This is an optimization exercise on Yosys and OpenROAD, whose aim is small area and a short achievable clock period, not a production implementation.
Function was checked by simulation only, so behaviour that the tests miss may differ from the original.
Power and IR drop assume default switching activity.

== main ==
==> flow/design.v (excerpt) <==
module mulTop (
  input  wire        mul_clk,
  input  wire        resetn,
  input  wire        mulSigned,
  input  wire [31:0] x,
  input  wire [31:0] y,
  output wire [63:0] result
);
  wire [31:0] xg = x;
  wire xs = mulSigned & xg[31];
  wire ys = mulSigned & y[31];
  wire one1;
  wire two2;
  wire neg3;
  wire t4;
  wire t5;
  wire t6;
  wire t7;
  wire t8;
  wire t9;
  wire t10;
  wire t11;
  wire t12;
  wire t13;
  wire t14;
  wire t15;
  wire t16;
  wire t17;
  wire t18;
  wire t19;
  wire t20;
  wire t21;
  wire t22;
  wire t23;
  wire t24;
  wire t25;
  wire t26;
  wire t27;
  wire t28;
  wire t29;
  wire t30;
  wire t31;
  wire t32;
  wire t33;
  wire t34;
  wire t35;
  wire t36;
  wire pp37;
  wire nn38;
  wire one39;
  wire two40;
  wire neg41;
  wire t42;
  wire t43;
  wire t44;
  wire t45;
  wire t46;
  wire t47;
  wire t48;
  wire t49;
  wire t50;
  wire t51;
  wire t52;
  wire t53;
  wire t54;
  wire t55;
  wire t56;
  wire t57;
  wire t58;
  wire t59;
  wire t60;
  wire t61;
  wire t62;
  wire t63;
  wire t64;
  wire t65;
  wire t66;
  wire t67;
  wire t68;
  wire t69;
  wire t70;
  wire t71;
  wire t72;
  wire t73;
  wire t74;
  wire pp75;
  wire nn76;
  wire one77;
  wire two78;
  wire neg79;
  wire t80;
  wire t81;
  wire t82;
  wire t83;
  wire t84;
  wire t85;
  wire t86;
  wire t87;
  wire t88;
  wire t89;
  wire t90;
  wire t91;
  wire t92;
  wire t93;
  wire t94;
  wire t95;
  wire t96;
  wire t97;
  wire t98;
  wire t99;
  wire t100;
  wire t101;
  wire t102;
  wire t103;
  wire t104;
  wire t105;
  wire t106;
  wire t107;
  wire t108;
  wire t109;
  wire t110;
  wire t111;
  ...
Size: about 0.026 mm^2 of cells after synthesis.
export LEC_CHECK = 0
export ABC_CLOCK_PERIOD_IN_PS = 2000
export CAP_MARGIN = 20
export CORE_MARGIN = 2
export CORE_UTILIZATION = 60
export SETUP_SLACK_MARGIN = 1.0
export SLEW_MARGIN = 20
export SYNTH_HIERARCHICAL = 1
export SYNTH_MINIMUM_KEEP_SIZE = 0
create_clock -name core_clock -period 6.0 [get_ports {mul_clk}]
standard.sh (not shown) runs the stock make flow with config.mk's settings and CLKGATE_MAP_FILE= SYNTH_SCRIPT=/design/flow/synth_recipe.tcl, a recipe that flattens the netlist after the stock synthesis.
==> flow/flow/run.sh <==
#!/bin/bash
# The standard layout (standard.sh) with two changes:
#  - each port gets a sky130_fd_sc_hd__buf_2 buffer (BUFFER_PORTS_ARGS) instead of the
#    resizer's default pick, a clkdlybuf4s50 delay cell;
#  - after the standard synthesis, downsize.tcl sets every combinational cell to the
#    smallest cell of its family (synthesis sizes gates that drive adder cells for a
#    large default load); repair_design and repair_timing size them up where needed.
# Flip-flops keep the cells the standard synthesis gave them.
set -euo pipefail
export BUFFER_PORTS_ARGS="-buffer_cell sky130_fd_sc_hd__buf_2"
R=orfs/results/${FLOW_PLATFORM:-sky130hd}/mulTop/base
bash standard.sh synth > synth.log 2>&1
DOWNSIZE_ODB=$R/1_synth.odb openroad -no_init -exit flow/downsize.tcl > downsize.log 2>&1
touch $R/1_synth.sdc
bash standard.sh > layout.log 2>&1
==> flow/flow/downsize.tcl <==
# Set every combinational cell of the synthesized netlist to the smallest cell of its
# family (same function, another drive strength); repair_design and repair_timing size
# cells up again where the layout needs it. Flip-flops and the clock are left alone.
set odbf $::env(DOWNSIZE_ODB)
read_db $odbf
set db [ord::get_db]
set block [ord::get_db_block]
set libs [$db getLibs]
set byname [dict create]
foreach lib $libs {
  foreach m [$lib getMasters] { dict set byname [$m getName] $m }
}
set swapped 0
foreach inst [$block getInsts] {
  set m [$inst getMaster]
  set n [$m getName]
  if {![regexp {^(sky130_fd_sc_hd__)([a-z0-9]+)_([0-9]+)$} $n -> pre base drive]} { continue }
  if {[regexp {^(df|sdf|dl|edf|conb|tap|fill|decap|clk)} $base]} { continue }
  set best $m
  set barea [expr {[$m getWidth] * [$m getHeight]}]
  foreach d {0 1 2} {
    set cand "${pre}${base}_$d"
    if {[dict exists $byname $cand]} {
      set c [dict get $byname $cand]
      set a [expr {[$c getWidth] * [$c getHeight]}]
      if {$a < $barea} { set best $c; set barea $a }
    }
  }
  if {$best ne $m} {
    $inst swapMaster $best
    incr swapped
  }
}
puts "downsize: swapped $swapped cells"
write_db $odbf
main finished every stage and its layout cleared the timing, design-rule and antenna checks.
### main -> the feature branch
# main
export LEC_CHECK = 0
export ABC_CLOCK_PERIOD_IN_PS = 2000
export CAP_MARGIN = 20
export CORE_MARGIN = 2
export CORE_UTILIZATION = 60
export SETUP_SLACK_MARGIN = 1.0
export SLEW_MARGIN = 20
export SYNTH_HIERARCHICAL = 1
export SYNTH_MINIMUM_KEEP_SIZE = 0
create_clock -name core_clock -period 6.0 [get_ports {mul_clk}]
# the feature branch
export LEC_CHECK = 0
export ABC_CLOCK_PERIOD_IN_PS = 2000
export CAP_MARGIN = 20
export CORE_MARGIN = 2
export CORE_UTILIZATION = 60
export CTS_BUF_LIST = sky130_fd_sc_hd__clkbuf_4 sky130_fd_sc_hd__clkbuf_8
export SETUP_SLACK_MARGIN = 1.0
export SLEW_MARGIN = 20
export SYNTH_HIERARCHICAL = 1
export SYNTH_MINIMUM_KEEP_SIZE = 0
create_clock -name core_clock -period 6.0 [get_ports {mul_clk}]
Notes after the runs:
- Diff main -> the feature branch: logic gate share of total power has increased, global-route wire length before repair ~0 delta, fraction of the cycle the final worst path needs now sits lower, met2 routing resource usage after global routing lower, post-synthesis area per instance now sits at about the same level.
- On total global routing track utilization, the feature branch tracks main almost exactly.
- Against main as the reference, the feature branch delivers a higher first-pass iteration count of the detailed router.

-- static timing again, ports no longer ideal --
The results above use ideal ports. As a check the final layouts listed here were re-extracted and re-timed, cells and wires unchanged.
Step 1: set_driving_cell puts a clkbuf_16 on mul_clk and a buf_2 on each other input, an assumption about the parent block.
Step 2 adds t to the input delays and takes it off the output delays; t is the mean of the earliest and latest rising clock arrival at the registers after step 1. Input paths then give back, and output paths get back, about the clock's delay inside the block.
a / b / c = ideal / step 1 / step 2; a / b = the first two.
run	t, ns	setup slack, ns	worst setup path after step 2
main	0.531	1.061 / 1.050 / 0.519	input to register
the feature branch	0.585	1.113 / 1.088 / 0.547	input to register
After both steps setup and hold are still met in every run listed. The setup slack of the feature branch, which loses most, moves by -0.025 ns with the drivers and by -0.566 ns with both steps.
